Source: an optimization exercise on an open RTL-to-GDS flow (aim: a short achievable clock period and few clock cycles per item). Production flows keep margins and buffers that such runs may drop. The RTL of this run was laid out without a check of its function. Power and IR drop assume default switching activity.

===== flow/run.sh =====
#!/bin/bash
# synth_recipe.tcl (not shown) runs the flow's synth.tcl, then flattens the netlist and writes it again
# the make line also repeats each setting of config.mk as NAME=value (left out here)
make -C /OpenROAD-flow-scripts/flow DESIGN_CONFIG=/design/flow/config.mk WORK_HOME=/design/flow/orfs CLKGATE_MAP_FILE= SYNTH_SCRIPT=/design/flow/synth_recipe.tcl finish

===== flow/config.mk =====
export PLATFORM = sky130hd
export DESIGN_NAME = csma_ca_mac_controller
export DESIGN_NICKNAME = csma_ca_mac_controller
export VERILOG_FILES = /design/flow/design.v
export SDC_FILE = /design/flow/constraint.sdc
export NUM_CORES = 4
export LEC_CHECK = 0
export ABC_CLOCK_PERIOD_IN_PS = 2000
export CAP_MARGIN = 20
export CORE_MARGIN = 2
export CORE_UTILIZATION = 40
export SETUP_SLACK_MARGIN = 5
export SLEW_MARGIN = 20

===== flow/constraint.sdc =====
create_clock -name core_clock -period 11.0 [get_ports {clk}]
set_input_delay 2.2000 -clock core_clock [delete_from_list [all_inputs] [get_ports {clk}]]
set_output_delay 2.2000 -clock core_clock [all_outputs]
set_load 0.01 [all_outputs]

===== flow/design.v =====
package csma_pkg;
  localparam int SUB_SLOTS_DEF = 90;
  localparam int KIND_W = 3;
  localparam int MED_W = 2;
  localparam int ADDR_W = 48;
  localparam int DRAW_W = 32;
  localparam int ACT_W = 4;
  localparam int MST_W = 3;
  localparam int CFG_IDX_W = 3;
  localparam int CFG_DATA_W = 16;
  localparam int TIME_W = 16;
  localparam int CW_W = 10;
  localparam int RETRY_W = 4;
  localparam int CW_FULL_W = 26;
  localparam int CW_TOP = 1021;
  localparam logic [KIND_W-1:0] K_TICK = 3'd0;
  localparam logic [KIND_W-1:0] K_FRAME = 3'd1;
  localparam logic [KIND_W-1:0] K_MEDIUM = 3'd2;
  localparam logic [KIND_W-1:0] K_RX_END = 3'd3;
  localparam logic [KIND_W-1:0] K_TX_DONE = 3'd4;
  localparam logic [MED_W-1:0] MED_IDLE = 2'd0;
  localparam logic [MED_W-1:0] MED_RECV = 2'd2;
  localparam logic [MST_W-1:0] M_IDLE = 3'd0;
  localparam logic [MST_W-1:0] M_DEFER = 3'd1;
  localparam logic [MST_W-1:0] M_DIFS = 3'd2;
  localparam logic [MST_W-1:0] M_BACKOFF = 3'd3;
  localparam logic [MST_W-1:0] M_TRANSMIT = 3'd4;
  localparam logic [MST_W-1:0] M_ACKWAIT = 3'd5;
  localparam logic [MST_W-1:0] M_RECEIVE = 3'd6;
  localparam logic [MST_W-1:0] M_SIFS = 3'd7;
  localparam logic [ACT_W-1:0] A_NONE = 4'd0;
  localparam logic [ACT_W-1:0] A_SEND_DATA = 4'd1;
  localparam logic [ACT_W-1:0] A_SEND_ACK = 4'd2;
  localparam logic [ACT_W-1:0] A_DELIVER = 4'd3;
  localparam logic [ACT_W-1:0] A_DROP_FCS = 4'd4;
  localparam logic [ACT_W-1:0] A_DROP_ADDR = 4'd5;
  localparam logic [ACT_W-1:0] A_TX_OK = 4'd6;
  localparam logic [ACT_W-1:0] A_TX_BCAST = 4'd7;
  localparam logic [ACT_W-1:0] A_GIVE_UP = 4'd8;
  localparam logic [ACT_W-1:0] A_RETRY = 4'd9;
  localparam logic [CFG_IDX_W-1:0] R_USE_ACK = 3'd0;
  localparam logic [CFG_IDX_W-1:0] R_DIFS = 3'd1;
  localparam logic [CFG_IDX_W-1:0] R_SIFS = 3'd2;
  localparam logic [CFG_IDX_W-1:0] R_ACK_TO = 3'd3;
  localparam logic [CFG_IDX_W-1:0] R_CW_MIN = 3'd4;
  localparam logic [CFG_IDX_W-1:0] R_CW_MAX = 3'd5;
  localparam logic [CFG_IDX_W-1:0] R_CW_MC = 3'd6;
  localparam logic [CFG_IDX_W-1:0] R_RETRY = 3'd7;
endpackage
module csma_ctrl #(
  parameter int SUB_SLOTS = csma_pkg::SUB_SLOTS_DEF
) (
  input  logic                             clk,
  input  logic                             rst,
  input  logic                             in_valid,
  output logic                             in_ready,
  input  logic [csma_pkg::KIND_W-1:0]      kind,
  input  logic [csma_pkg::MED_W-1:0]       medium_req,
  input  logic                             fcs_ok,
  input  logic                             for_us,
  input  logic                             frame_is_ack,
  input  logic                             dest_broadcast,
  input  logic                             dest_multicast,
  input  logic [csma_pkg::ADDR_W-1:0]      source_address,
  input  logic [csma_pkg::DRAW_W-1:0]      random_draw,
  output logic                             out_valid,
  input  logic                             out_ready,
  output logic [csma_pkg::ACT_W-1:0]       action,
  output logic [csma_pkg::MST_W-1:0]       mac_state,
  output logic [csma_pkg::ADDR_W-1:0]      ack_destination,
  output logic                             want_frame,
  input  logic                             cfg_valid,
  input  logic [csma_pkg::CFG_IDX_W-1:0]   cfg_index,
  input  logic [csma_pkg::CFG_DATA_W-1:0]  cfg_data,
  output logic                             div_start,
  output logic [csma_pkg::CW_W-1:0]        div_c,
  output logic [csma_pkg::DRAW_W-1:0]      div_draw,
  input  logic                             div_last,
  input  logic                             div_last_next,
  input  logic [$clog2(csma_pkg::CW_TOP * SUB_SLOTS + 2)-1:0] div_rem,
  input  logic                             div_rem_z,
  input  logic                             div_rem_1
);
  localparam int DW = $clog2(csma_pkg::CW_TOP * SUB_SLOTS + 2);
  localparam int TW = (DW > csma_pkg::TIME_W) ? DW : csma_pkg::TIME_W;
  localparam int EW = (SUB_SLOTS > 1) ? $clog2(SUB_SLOTS) : 1;
  localparam int WW = csma_pkg::ACT_W + csma_pkg::MST_W + csma_pkg::ADDR_W + 1;
  logic                  use_ack;
  logic [csma_pkg::TIME_W-1:0]     difs_ticks, sifs_ticks, ack_timeout_ticks;
  logic [csma_pkg::CW_W-1:0]       cw_min, cw_max, cw_multicast;
  logic [csma_pkg::RETRY_W-1:0]    retry_limit;
  always_ff @(posedge clk) begin
    if (rst) begin
      use_ack <= 1'b1;
      difs_ticks <= '0; sifs_ticks <= '0; ack_timeout_ticks <= '0;
      cw_min <= csma_pkg::CW_W'(31); cw_max <= csma_pkg::CW_W'(1023);
      cw_multicast <= csma_pkg::CW_W'(31); retry_limit <= csma_pkg::RETRY_W'(7);
    end else if (cfg_valid) begin
      unique case (cfg_index)
        csma_pkg::R_USE_ACK: use_ack <= cfg_data[0];
        csma_pkg::R_DIFS:    difs_ticks <= cfg_data;
        csma_pkg::R_SIFS:    sifs_ticks <= cfg_data;
        csma_pkg::R_ACK_TO:  ack_timeout_ticks <= cfg_data;
        csma_pkg::R_CW_MIN:  cw_min <= cfg_data[csma_pkg::CW_W-1:0];
        csma_pkg::R_CW_MAX:  cw_max <= cfg_data[csma_pkg::CW_W-1:0];
        csma_pkg::R_CW_MC:   cw_multicast <= cfg_data[csma_pkg::CW_W-1:0];
        csma_pkg::R_RETRY:   retry_limit <= cfg_data[csma_pkg::RETRY_W-1:0];
        default: ;
      endcase
    end
  end
  logic                  difs_z, difs_1, sifs_z, sifs_1, ato_z, ato_1;
  logic [csma_pkg::CW_W-1:0]       ctab [0:15];    
  logic [csma_pkg::CW_W-1:0]       ctab_mc;        
  function automatic logic [csma_pkg::CW_W-1:0] cw_less2(input logic [csma_pkg::CW_W-1:0] c_min,
                                               input logic [csma_pkg::CW_W-1:0] c_max,
                                               input int r);
    logic [csma_pkg::CW_FULL_W-1:0] full;
    logic [csma_pkg::CW_W-1:0] w;
    full = ((csma_pkg::CW_FULL_W'(c_min) + csma_pkg::CW_FULL_W'(1)) << r) - csma_pkg::CW_FULL_W'(1);
    if (full > csma_pkg::CW_FULL_W'(c_max)) w = c_max;
    else w = full[csma_pkg::CW_W-1:0];
    if (w < csma_pkg::CW_W'(2)) w = csma_pkg::CW_W'(2);
    cw_less2 = w - csma_pkg::CW_W'(2);
  endfunction
  always_ff @(posedge clk) begin
    difs_z <= (difs_ticks == '0); difs_1 <= (difs_ticks == csma_pkg::TIME_W'(1));
    sifs_z <= (sifs_ticks == '0); sifs_1 <= (sifs_ticks == csma_pkg::TIME_W'(1));
    ato_z <= (ack_timeout_ticks == '0); ato_1 <= (ack_timeout_ticks == csma_pkg::TIME_W'(1));
    for (int r = 0; r < 16; r++) ctab[r] <= cw_less2(cw_min, cw_max, r);
    ctab_mc <= (cw_multicast < csma_pkg::CW_W'(2)) ? '0 : cw_multicast - csma_pkg::CW_W'(2);
  end
  logic                  irv, in_ready_r;
  logic [csma_pkg::KIND_W-1:0]     i_kind;
  logic [csma_pkg::MED_W-1:0]      i_med;
  logic                  i_fcs, i_forus, i_isack, i_bc, i_mc;
  logic [csma_pkg::ADDR_W-1:0]     i_src;
  logic [csma_pkg::DRAW_W-1:0]     i_draw;
  assign in_ready = in_ready_r;
  always_ff @(posedge clk) begin
    if (in_ready_r) begin
      i_kind <= kind; i_med <= medium_req; i_fcs <= fcs_ok; i_forus <= for_us;
      i_isack <= frame_is_ack; i_bc <= dest_broadcast; i_mc <= dest_multicast;
      i_src <= source_address; i_draw <= random_draw;
    end
  end
  logic [csma_pkg::MST_W-1:0]      mst;
  logic                  held, fbc, fmc;      
  logic                  bv;                  
  logic [DW-1:0]         bl;                  
  logic                  blz, bl1, pbl;       
  logic [TW-1:0]         tl;                  
  logic                  tz, t1, ptl;         
  logic [EW-1:0]         et;                  
  logic [csma_pkg::RETRY_W-1:0]    rc;
  logic [csma_pkg::ADDR_W-1:0]     ack_addr;
  localparam logic [2:0] T_HOLD = 3'd0, T_DEC = 3'd1, T_ACK = 3'd2, T_SIFS = 3'd3,
                         T_DIFS = 3'd4, T_BL = 3'd5;
  localparam logic [1:0] B_HOLD = 2'd0, B_ZERO = 2'd1, B_REM = 2'd2, B_FRZ = 2'd3;
  localparam logic [1:0] E_HOLD = 2'd0, E_INC = 2'd1, E_ZERO = 2'd2;
  localparam logic [1:0] RC_HOLD = 2'd0, RC_ZERO = 2'd1, RC_INC = 2'd2;
  localparam logic [1:0] G_A = 2'd0, G_B = 2'd1, G_F = 2'd2;
  logic [csma_pkg::MST_W-1:0]      st;
  logic [csma_pkg::ACT_W-1:0]      act;
  logic                  n_held, n_fbc, n_fmc, n_bv;
  logic [2:0]            tl_sel;
  logic [1:0]            bl_sel, et_sel, rc_op, gsel;
  logic                  aa_ld, sf, eb, gen, frame_new;
  logic                  free_m, recv_m, tick, t_done, rc_ge, send_ack;
  always_comb begin
    free_m = (i_med == csma_pkg::MED_IDLE);
    recv_m = (i_med == csma_pkg::MED_RECV);
    tick = (i_kind == csma_pkg::K_TICK);
    t_done = tz | t1;
    rc_ge = (rc >= retry_limit);
    st = mst; act = csma_pkg::A_NONE;
    n_held = held; n_fbc = fbc; n_fmc = fmc; n_bv = bv;
    tl_sel = T_HOLD; bl_sel = B_HOLD; et_sel = E_HOLD; rc_op = RC_HOLD;
    aa_ld = 1'b0; sf = 1'b0; eb = 1'b0; gen = 1'b0; gsel = G_A; frame_new = 1'b0;
    if (i_kind == csma_pkg::K_FRAME) begin
      if (!held) begin
        n_held = 1'b1; n_fbc = i_bc; n_fmc = i_mc;
        n_bv = 1'b0; bl_sel = B_ZERO; rc_op = RC_ZERO; frame_new = 1'b1;
        if (mst == csma_pkg::M_IDLE) sf = 1'b1;
      end
    end else begin
      case (mst)
        csma_pkg::M_DEFER: begin
          if (i_kind == csma_pkg::K_MEDIUM) begin
            if (free_m) sf = 1'b1;
            else if (recv_m) st = csma_pkg::M_RECEIVE;
          end
        end
        csma_pkg::M_DIFS: begin
          if (tick) begin
            tl_sel = T_DEC;
            if (t_done) eb = 1'b1;
          end else if (i_kind == csma_pkg::K_MEDIUM) begin
            if (recv_m) st = csma_pkg::M_RECEIVE;
            else if (!free_m) st = csma_pkg::M_DEFER;
          end
        end
        csma_pkg::M_BACKOFF: begin
          if (tick) begin
            et_sel = E_INC; tl_sel = T_DEC;
            if (t_done) begin
              n_bv = 1'b0; bl_sel = B_ZERO;
              st = csma_pkg::M_TRANSMIT; act = csma_pkg::A_SEND_DATA;
            end
          end else if (i_kind == csma_pkg::K_MEDIUM && !free_m) begin
            bl_sel = B_FRZ; et_sel = E_ZERO;
            st = recv_m ? csma_pkg::M_RECEIVE : csma_pkg::M_DEFER;
          end
        end
        csma_pkg::M_TRANSMIT: begin
          if (i_kind == csma_pkg::K_TX_DONE) begin
            if (fbc || !use_ack) begin
              n_held = 1'b0; n_fbc = 1'b0; n_fmc = 1'b0; n_bv = 1'b0;
              bl_sel = B_ZERO; rc_op = RC_ZERO;
              st = csma_pkg::M_IDLE; act = fbc ? csma_pkg::A_TX_BCAST : csma_pkg::A_TX_OK;
            end else begin
              tl_sel = T_ACK; st = csma_pkg::M_ACKWAIT;
            end
          end
        end
        csma_pkg::M_ACKWAIT: begin
          if (i_kind == csma_pkg::K_RX_END) begin
            if (i_fcs && i_forus && i_isack) begin
              n_held = 1'b0; n_fbc = 1'b0; n_fmc = 1'b0; n_bv = 1'b0;
              bl_sel = B_ZERO; rc_op = RC_ZERO;
              st = csma_pkg::M_IDLE; act = csma_pkg::A_TX_OK;
            end
          end else if (tick) begin
            tl_sel = T_DEC;
            if (t_done) begin
              st = csma_pkg::M_IDLE;
              if (rc_ge) begin
                n_held = 1'b0; n_fbc = 1'b0; n_fmc = 1'b0; n_bv = 1'b0;
                bl_sel = B_ZERO; rc_op = RC_ZERO;
                act = csma_pkg::A_GIVE_UP;
              end else begin
                rc_op = RC_INC;
                gen = 1'b1; gsel = G_B; bl_sel = B_REM; n_bv = 1'b1;
                act = csma_pkg::A_RETRY;
              end
            end
          end
        end
        csma_pkg::M_RECEIVE: begin
          if (i_kind == csma_pkg::K_RX_END) begin
            st = csma_pkg::M_IDLE;
            if (!i_fcs) act = csma_pkg::A_DROP_FCS;
            else if (i_isack) act = csma_pkg::A_NONE;
            else if (i_bc) act = csma_pkg::A_DELIVER;
            else if (i_forus) begin
              act = csma_pkg::A_DELIVER;
              if (use_ack) begin
                aa_ld = 1'b1; tl_sel = T_SIFS; st = csma_pkg::M_SIFS;
              end
            end else act = csma_pkg::A_DROP_ADDR;
          end
        end
        csma_pkg::M_SIFS: begin
          if (tick) begin
            tl_sel = T_DEC;
            if (t_done) begin
              st = csma_pkg::M_IDLE; act = csma_pkg::A_SEND_ACK;
            end
          end
        end
        default: ;
      endcase
    end
    if (!sf && st == csma_pkg::M_IDLE) begin
      if (recv_m) st = csma_pkg::M_RECEIVE;
      else if (n_held) sf = 1'b1;
    end
    if (sf) begin
      if (!free_m) st = csma_pkg::M_DEFER;
      else if (use_ack) begin
        tl_sel = T_DIFS; st = csma_pkg::M_DIFS;
      end else eb = 1'b1;
    end
    if (eb) begin
      if (!n_bv) begin
        gen = 1'b1; gsel = frame_new ? G_F : G_A; bl_sel = B_REM; n_bv = 1'b1;
      end
      tl_sel = T_BL; et_sel = E_ZERO; st = csma_pkg::M_BACKOFF;
    end
    send_ack = (i_kind == csma_pkg::K_TICK) && (mst == csma_pkg::M_SIFS) && t_done;
  end
  logic [csma_pkg::CW_W-1:0]       c_a, c_b, c_f, c_sel;
  logic                  triv;
  always_comb begin
    c_a = (fbc | fmc) ? ctab_mc : ctab[rc];
    c_b = (fbc | fmc) ? ctab_mc : ctab[rc + csma_pkg::RETRY_W'(1)];
    c_f = (i_bc | i_mc) ? ctab_mc : ctab[0];
    case (gsel)
      G_B: c_sel = c_b;
      G_F: c_sel = c_f;
      default: c_sel = c_a;
    endcase
    triv = (c_sel == '0);
  end
  logic [DW-1:0]         bl_n;
  logic                  blz_n, bl1_n, pbl_n;
  logic [TW-1:0]         tl_n;
  logic                  tz_n, t1_n, ptl_n;
  logic [EW-1:0]         et_n;
  logic [csma_pkg::RETRY_W-1:0]    rc_n;
  always_comb begin
    unique case (bl_sel)
      B_ZERO: begin bl_n = '0; blz_n = 1'b1; bl1_n = 1'b0; pbl_n = 1'b0; end
      B_REM:  begin bl_n = '0; blz_n = 1'b1; bl1_n = 1'b0; pbl_n = !triv; end
      B_FRZ:  begin
        bl_n = DW'(tl) + DW'(et);
        blz_n = tz && (et == '0);
        bl1_n = (tz && (et == EW'(1))) || (t1 && (et == '0));
        pbl_n = ptl;
      end
      default: begin bl_n = bl; blz_n = blz; bl1_n = bl1; pbl_n = pbl; end
    endcase
    unique case (tl_sel)
      T_DEC:  begin
        tl_n = tz ? tl : tl - TW'(1);
        tz_n = tz | t1; t1_n = (tl == TW'(2)); ptl_n = ptl;
      end
      T_ACK:  begin tl_n = TW'(ack_timeout_ticks); tz_n = ato_z; t1_n = ato_1; ptl_n = 1'b0; end
      T_SIFS: begin tl_n = TW'(sifs_ticks); tz_n = sifs_z; t1_n = sifs_1; ptl_n = 1'b0; end
      T_DIFS: begin tl_n = TW'(difs_ticks); tz_n = difs_z; t1_n = difs_1; ptl_n = 1'b0; end
      T_BL:   begin tl_n = TW'(bl_n); tz_n = blz_n; t1_n = bl1_n; ptl_n = pbl_n; end
      default: begin tl_n = tl; tz_n = tz; t1_n = t1; ptl_n = ptl; end
    endcase
    unique case (et_sel)
      E_INC:  et_n = (et == EW'(SUB_SLOTS - 1)) ? '0 : et + EW'(1);
      E_ZERO: et_n = '0;
      default: et_n = et;
    endcase
    unique case (rc_op)
      RC_ZERO: rc_n = '0;
      RC_INC:  rc_n = rc + csma_pkg::RETRY_W'(1);
      default: rc_n = rc;
    endcase
  end
  logic                  ov0, ov1;
  logic [WW-1:0]         w0, w1, wn;
  logic                  stall, commit, pop;
  assign stall = div_last || (ptl && mst == csma_pkg::M_BACKOFF && i_kind == csma_pkg::K_TICK);
  assign commit = irv && !ov1 && !stall;
  assign pop = ov0 && out_ready;
  assign wn = {act, st, send_ack ? ack_addr : csma_pkg::ADDR_W'(0), (st == csma_pkg::M_IDLE) && !n_held};
  assign div_start = commit && gen && !triv;
  assign div_c = c_sel;
  assign div_draw = i_draw;
  always_ff @(posedge clk) begin
    if (rst) begin
      mst <= csma_pkg::M_IDLE; held <= 1'b0; fbc <= 1'b0; fmc <= 1'b0; bv <= 1'b0;
      bl <= '0; blz <= 1'b1; bl1 <= 1'b0; pbl <= 1'b0;
      tl <= '0; tz <= 1'b1; t1 <= 1'b0; ptl <= 1'b0;
      et <= '0; rc <= '0; ack_addr <= '0;
    end else if (commit) begin
      mst <= st; held <= n_held; fbc <= n_fbc; fmc <= n_fmc; bv <= n_bv;
      bl <= bl_n; blz <= blz_n; bl1 <= bl1_n; pbl <= pbl_n;
      tl <= tl_n; tz <= tz_n; t1 <= t1_n; ptl <= ptl_n;
      et <= et_n; rc <= rc_n;
      if (aa_ld) ack_addr <= i_src;
    end else if (div_last) begin
      if (pbl) begin
        bl <= div_rem; blz <= div_rem_z; bl1 <= div_rem_1; pbl <= 1'b0;
      end
      if (ptl) begin
        tl <= TW'(div_rem); tz <= div_rem_z; t1 <= div_rem_1; ptl <= 1'b0;
      end
    end
  end
  logic irv_n, ov1_n, ptl_nx, mst_bk_nx;
  always_comb begin
    irv_n = (in_valid && in_ready_r) || (irv && !commit);
    if (ov1) ov1_n = !pop;
    else ov1_n = commit && ov0 && !pop;
    ptl_nx = commit ? ptl_n : (div_last ? 1'b0 : ptl);
  end
  always_ff @(posedge clk) begin
    if (rst) begin
      irv <= 1'b0; ov0 <= 1'b0; ov1 <= 1'b0; in_ready_r <= 1'b1;
    end else begin
      irv <= irv_n;
      if (!ov0 || pop) ov0 <= ov1 || commit;
      ov1 <= ov1_n;
      in_ready_r <= !irv_n || (!ov1_n && !div_last_next && !ptl_nx);
    end
  end
  always_ff @(posedge clk) begin
    if (!ov0 || pop) w0 <= ov1 ? w1 : wn;
    if (!ov1) w1 <= wn;
  end
  assign out_valid = ov0;
  assign {action, mac_state, ack_destination, want_frame} = w0;
endmodule
module csma_dp #(
  parameter int SUB_SLOTS = csma_pkg::SUB_SLOTS_DEF
) (
  input  logic                           clk,
  input  logic                           rst,
  input  logic                           start,
  input  logic [csma_pkg::CW_W-1:0]      c,      
  input  logic [csma_pkg::DRAW_W-1:0]    draw,
  output logic                           last,
  output logic                           last_next,
  output logic [$clog2(csma_pkg::CW_TOP * SUB_SLOTS + 2)-1:0] rem,
  output logic                           rem_z,
  output logic                           rem_1
);
  localparam int DW = $clog2(csma_pkg::CW_TOP * SUB_SLOTS + 2);
  localparam int MW = DW + 4;
  localparam int NNIB = csma_pkg::DRAW_W / 4;
  localparam int CNT_W = $clog2(NNIB + 1);
  logic                          busy, setup;
  logic [CNT_W-1:0]              cnt;
  logic [csma_pkg::CW_W-1:0]     c_r;
  logic [csma_pkg::DRAW_W-1:0]   q;
  logic [DW-1:0]                 r;
  logic [MW-1:0]                 mult [1:15];
  logic [MW-1:0]                 mult_c [1:15];
  logic [CNT_W-1:0]              pre;
  always_comb begin
    for (int m = 1; m <= 15; m++)
      mult_c[m] = MW'(m * SUB_SLOTS) * MW'(c_r) + MW'(m);
    pre = '0;
    for (int j = 1; j < NNIB; j++) begin
      if ((64'(c_r) * 64'(SUB_SLOTS) + 64'd1) >= (64'd1 << (4 * j))) pre = CNT_W'(j);
    end
  end
  logic [MW-1:0]                 trial;
  logic [MW:0]                   diff [1:15];
  logic [15:1]                   ge;
  logic [DW-1:0]                 r_next;
  always_comb begin
    trial = {r, q[csma_pkg::DRAW_W-1 -: 4]};
    for (int m = 1; m <= 15; m++) begin
      diff[m] = {1'b0, trial} - {1'b0, mult[m]};
      ge[m] = !diff[m][MW];
    end
    r_next = ge[1] ? '0 : trial[DW-1:0];
    for (int m = 1; m <= 15; m++) begin
      if (ge[m] && (m == 15 || !ge[(m == 15) ? 15 : m + 1])) r_next = r_next | diff[m][DW-1:0];
    end
  end
  assign last = busy && !setup && (cnt == CNT_W'(1));
  assign last_next = busy && (setup ? (pre == CNT_W'(NNIB - 1)) : (cnt == CNT_W'(2)));
  assign rem = r_next;
  assign rem_z = (r_next == '0);
  assign rem_1 = (r_next == DW'(1));
  always_ff @(posedge clk) begin
    if (rst) begin
      busy <= 1'b0;
      setup <= 1'b0;
    end else if (start) begin
      busy <= 1'b1;
      setup <= 1'b1;
    end else if (setup) begin
      setup <= 1'b0;
    end else if (last) begin
      busy <= 1'b0;
    end
  end
  always_ff @(posedge clk) begin
    if (start) begin
      c_r <= c;
      q <= draw;
    end else if (setup) begin
      for (int m = 1; m <= 15; m++) mult[m] <= mult_c[m];
      r <= DW'(64'(q) >> (csma_pkg::DRAW_W - 4 * int'(pre)));
      q <= q << (4 * int'(pre));
      cnt <= CNT_W'(NNIB) - pre;
    end else if (busy) begin
      r <= r_next;
      q <= q << 4;
      cnt <= cnt - CNT_W'(1);
    end
  end
endmodule
module csma_ca_mac_controller #(
  parameter int SUB_SLOTS = csma_pkg::SUB_SLOTS_DEF
) (
  input  logic                             clk,
  input  logic                             rst,
  input  logic                             in_valid,
  output logic                             in_ready,
  input  logic [csma_pkg::KIND_W-1:0]      kind,
  input  logic [csma_pkg::MED_W-1:0]       medium_req,
  input  logic                             fcs_ok,
  input  logic                             for_us,
  input  logic                             frame_is_ack,
  input  logic                             dest_broadcast,
  input  logic                             dest_multicast,
  input  logic [csma_pkg::ADDR_W-1:0]      source_address,
  input  logic [csma_pkg::DRAW_W-1:0]      random_draw,
  output logic                             out_valid,
  input  logic                             out_ready,
  output logic [csma_pkg::ACT_W-1:0]       action,
  output logic [csma_pkg::MST_W-1:0]       mac_state,
  output logic [csma_pkg::ADDR_W-1:0]      ack_destination,
  output logic                             want_frame,
  input  logic                             cfg_valid,
  output logic                             cfg_ready,
  input  logic [csma_pkg::CFG_IDX_W-1:0]   cfg_index,
  input  logic [csma_pkg::CFG_DATA_W-1:0]  cfg_data
);
  localparam int DW = $clog2(csma_pkg::CW_TOP * SUB_SLOTS + 2);
  logic                          div_start;
  logic [csma_pkg::CW_W-1:0]     div_c;
  logic [csma_pkg::DRAW_W-1:0]   div_draw;
  logic                          div_last, div_last_next;
  logic [DW-1:0]                 div_rem;
  logic                          div_rem_z, div_rem_1;
  assign cfg_ready = 1'b1;
  csma_ctrl #(.SUB_SLOTS(SUB_SLOTS)) u_ctrl (
    .clk             (clk),
    .rst             (rst),
    .in_valid        (in_valid),
    .in_ready        (in_ready),
    .kind            (kind),
    .medium_req      (medium_req),
    .fcs_ok          (fcs_ok),
    .for_us          (for_us),
    .frame_is_ack    (frame_is_ack),
    .dest_broadcast  (dest_broadcast),
    .dest_multicast  (dest_multicast),
    .source_address  (source_address),
    .random_draw     (random_draw),
    .out_valid       (out_valid),
    .out_ready       (out_ready),
    .action          (action),
    .mac_state       (mac_state),
    .ack_destination (ack_destination),
    .want_frame      (want_frame),
    .cfg_valid       (cfg_valid),
    .cfg_index       (cfg_index),
    .cfg_data        (cfg_data),
    .div_start       (div_start),
    .div_c          (div_c),
    .div_draw        (div_draw),
    .div_last        (div_last),
    .div_last_next   (div_last_next),
    .div_rem         (div_rem),
    .div_rem_z       (div_rem_z),
    .div_rem_1       (div_rem_1)
  );
  csma_dp #(.SUB_SLOTS(SUB_SLOTS)) u_dp (
    .clk       (clk),
    .rst       (rst),
    .start     (div_start),
    .c         (div_c),
    .draw      (div_draw),
    .last      (div_last),
    .last_next (div_last_next),
    .rem       (div_rem),
    .rem_z     (div_rem_z),
    .rem_1     (div_rem_1)
  );
endmodule

==> out/metrics.yaml <==
status: "timing/DRC/antenna clean"
rsz0062_at_grt: "no"
synth_nets: 7654
synth.largest_area_cell: "edfxtp_1"
drt_iter0_drc: 4750
grt_pass1_vias: 50600
fmax_mhz: 168
clkTransAtPathRegs_ps: 60
ys_warn_count: 6
instances_no_fill: 8938
setup_viol: 0
post-route-period-util_pct: 54.1
grt_max_degree: 114
boundaryPins: 173
synthDistinctLibCells: 104
worst_ep_required_time_ps: 11590
die_h_microns: 389
final_core_util_pct: 46.0
worst_pin_slew_ps: 1190
worstPathMaxFanout: 15
drcViolationCount: 0
avgRoutedWirePerCell_microns: 25.7
syn_to_final_growth_pct: 14.5
endpoint_kind: "flip-flop"
ctsLongestPathBuffers: 3
post-route-min-period_ps: 5960
synth_area_sq_um: 59300
p_leak_nw: 28.0
vias: 53000
grt_pass1_wl_mm: 336
numCtsBuffers: 83
synth-seq-cells: 738
worstSetupPathType: "flip-flop to flip-flop"
ant_nets: 0
grt_util_all_layers_pct: 29.4
synthCells: 6732
final_cell_mix: "729 x nand2_1, 663 x ha_1, 567 x inv_1"
syn_avg_cell_area_sq_um: 8.80
h-tree-depth: 3
ir_drop_uv: 124
synthTopCellsByArea: "edfxtp_1 18%, ha_1 14%, dfxtp_1 13%, xnor2_1 4.8%, nand2_1 4.6%"
layout-drive-gt1-share_pct: 8.02
core_area_sq_um: 147000
synth-async-reset-ratio_pct: 0
fin_tns_setup_ps: 0
antenna_found_initial: 6
tritoncts: "built"
ys_seq_area_share_pct: 30.9
drt_wl_total_mm: 229
hold_viol: 0
start_util_pct: 40.2
drv_slew: 0
yosys_most_used_dff: "dfxtp_1"
die_w_microns: 389
clock_sinks: 738
via_per_inst: 5.93
dr.pass1.iters: 8
finalWorstSetupSlack_ps: 5040
io_buffers: 171
min_path_type: "flip-flop to flip-flop"
clock_skew_ps: 69.2
synth_edf_count: 351
rows: 141
synth_top_area_share_pct: 17.8
die_area_sq_um: 151000
cts_root_buf: "clkbuf_16"
place_ws_ps: 2580
worst_ep_arrival_time_ps: 6550
startpoint_type: "flip-flop"
max_slew_margin_pct: 20.6
nNetsFinal: 7862
power_per_cell_area_nw_per_um2: 105
clk_latency_ps: 720
gp_congestion: 1.05
globalRouteOverflowTotal: 0
max_cap_violations: 0
dpl.cell_count: 8700
power_w: 0.00710
dp_hpwl_mm: 176
final_common_cell: "nand2_1"
-- worst max-delay path: stages, from the launching register on --
cell and delay (ps):
edfxtp_1 890, buf_4 390, ha_1 340, nor2_1 70, o211a_1 110, nor3_1 280
o21a_1 500, a211oi_2 90, buf_4 240, o21ai_0 390, o2111ai_1 430, a2111oi_0 500
nand3_2 430, nor4_1 400, nand4_1 330, a221oi_1 380
-- through the flow --
step	hold WS, ps	cell area (sq um)
after CTS	455	67200
after detailed placement	439	63500
final	454	67900
after global routing	469	67800
after global placement	435	63400
after floorplan	418	59400
-- cells by family (layout without fill, tap and decap cells) --
family                   Yosys count  count (layout)  synth area share (%)
AO/OA/AOI/OAI                   1820            1820                  20.5
buffers and inverters            831            1104                  5.38
flip-flops                       738             738                  30.9
multiplexers                     100             100                  1.89
other                              1               3               0.00633
adder cells (fa/ha/maj)          808             808                  18.8
AND/OR/NAND/NOR                 1942            1943                  15.3
XOR/XNOR                         492             492                  7.28
-- worst paths after layout --
| kind | start | end | slack [ps] | cells past startpoint |
|---|---|---|---|---|
| setup / recovery | u_dp.r[8] | u_ctrl.bl1 | 5040 | 15 |
| hold / removal | u_ctrl.ack_addr[25] | u_ctrl.ack_addr[25] | 450 | 2 |
| setup reg to reg | u_dp.r[8] | u_ctrl.bl1 | 5040 | 15 |
| hold reg to reg | u_ctrl.ack_addr[25] | u_ctrl.ack_addr[25] | 450 | 2 |
-- cell usage after synthesis, types with 21 or more instances --
master,number
o21bai_1,64
o2111ai_1,22
o21a_1,70
nor3_1,134
nor4_1,50
ha_1,674
a222oi_1,31
a2111oi_0,23
nor2b_1,47
and2_1,38
a22o_1,22
o22ai_1,28
o21ai_0,324
nor2_1,442
buf_1,26
mux2i_1,75
a221o_1,21
clkbuf_1,202
and3_1,54
nand3_1,160
inv_1,573
a22oi_1,81
fa_1,134
a21oi_1,518
nand2_1,731
o211ai_1,54
or2_2,22
a31oi_1,42
xor2_1,168
nand4_1,71
xnor2_1,323
nand2b_1,47
dfxtp_1,387
a211o_1,41
a211oi_1,82
o221ai_1,22
edfxtp_1,351
a221oi_1,51
a21o_1,110
or3_1,31
-- report_power, final --
part | internal [W] | leakage [nW] | switching, W | total [W]
Combinational | 0.000456 | 20.1 | 0.000703 | 0.00116
Clock | 0.00160 | 1.33 | 0.00123 | 0.00283
Sequential | 0.00300 | 6.60 | 0.000112 | 0.00312
Total | 0.00506 | 28.0 | 0.00204 | 0.00710
-- sequential cells by signal, indices dropped and copies added, names as in the netlist, 16 cells and up --
signal	cells
u_ctrl.i_src	48
u_ctrl.i_draw	32
u_ctrl.difs_ticks	16
u_dp.q	32
u_ctrl.w0	56
u_ctrl.bl	17
u_ctrl.tl	17
u_dp.r	17
u_dp.mult	142
u_ctrl.w1	56
u_ctrl.ack_timeout_ticks	16
u_ctrl.ack_addr	48
u_ctrl.ctab	120
u_ctrl.sifs_ticks	16
-- area by class of cell --
class | count | area [sq um]
clock inverters | 42 | 489
flip-flops and latches | 738 | 18300
repair buffers | 370 | 3530
diodes | 2 | 5.00
clock buffers | 109 | 2280
repair inverters | 1 | 5.00
fillers | 14400 | 79600
well taps | 1930 | 2410
multi-input cells | 5164 | 38600
inverters | 582 | 2210
-- layer usage --
layer  global-route usage, %  part of all wire, %
met5                       0                0.011
met1                    37.1                   41
met4                    15.0                  5.8
met3                    4.34                  6.2
met2                    48.7                   47
-- repair_timing --
| item | CTS | global route |
|---|---|---|
| setup buffers | 53 | 21 |
| pin swaps | 14 | 26 |
| hold buffers | 0 | 0 |
| gates cloned | 7 | 4 |
| resized for setup | 80 | 83 |
| endpoints found under the setup margin | 304 | 265 |

-- port drivers added, routing unchanged --
The flow's constraints put no driver on any port. The routed layout listed below was extracted and timed again, unchanged, in two steps.
Step 1 (the two cells are an assumption about what drives the block):
set clk [get_ports {clk}]
set_driving_cell -lib_cell sky130_fd_sc_hd__clkbuf_16 $clk
set_driving_cell -lib_cell sky130_fd_sc_hd__buf_2 [delete_from_list [all_inputs] $clk]
Step 2 moves the port delays by t, midway between the first and last clock arrival at a register: inputs arrive t later, outputs are due t later. That takes back most of the time a late clock gives input paths.
Three values: no drivers, after step 1, after step 2; two values: the first two.
shift t [ns]: 0.764
setup slack, ns: 5.044 / 5.044 / 5.044
worst setup path at the end: register to register
slew at the worst register clock pin (ns): 0.08 / 0.08
cell pins on the clock port's net: 1
After both steps setup and hold are still met in this run. For this run, drivers alone change the setup slack by 0.000 ns; drivers and shift together by 0.000 ns.
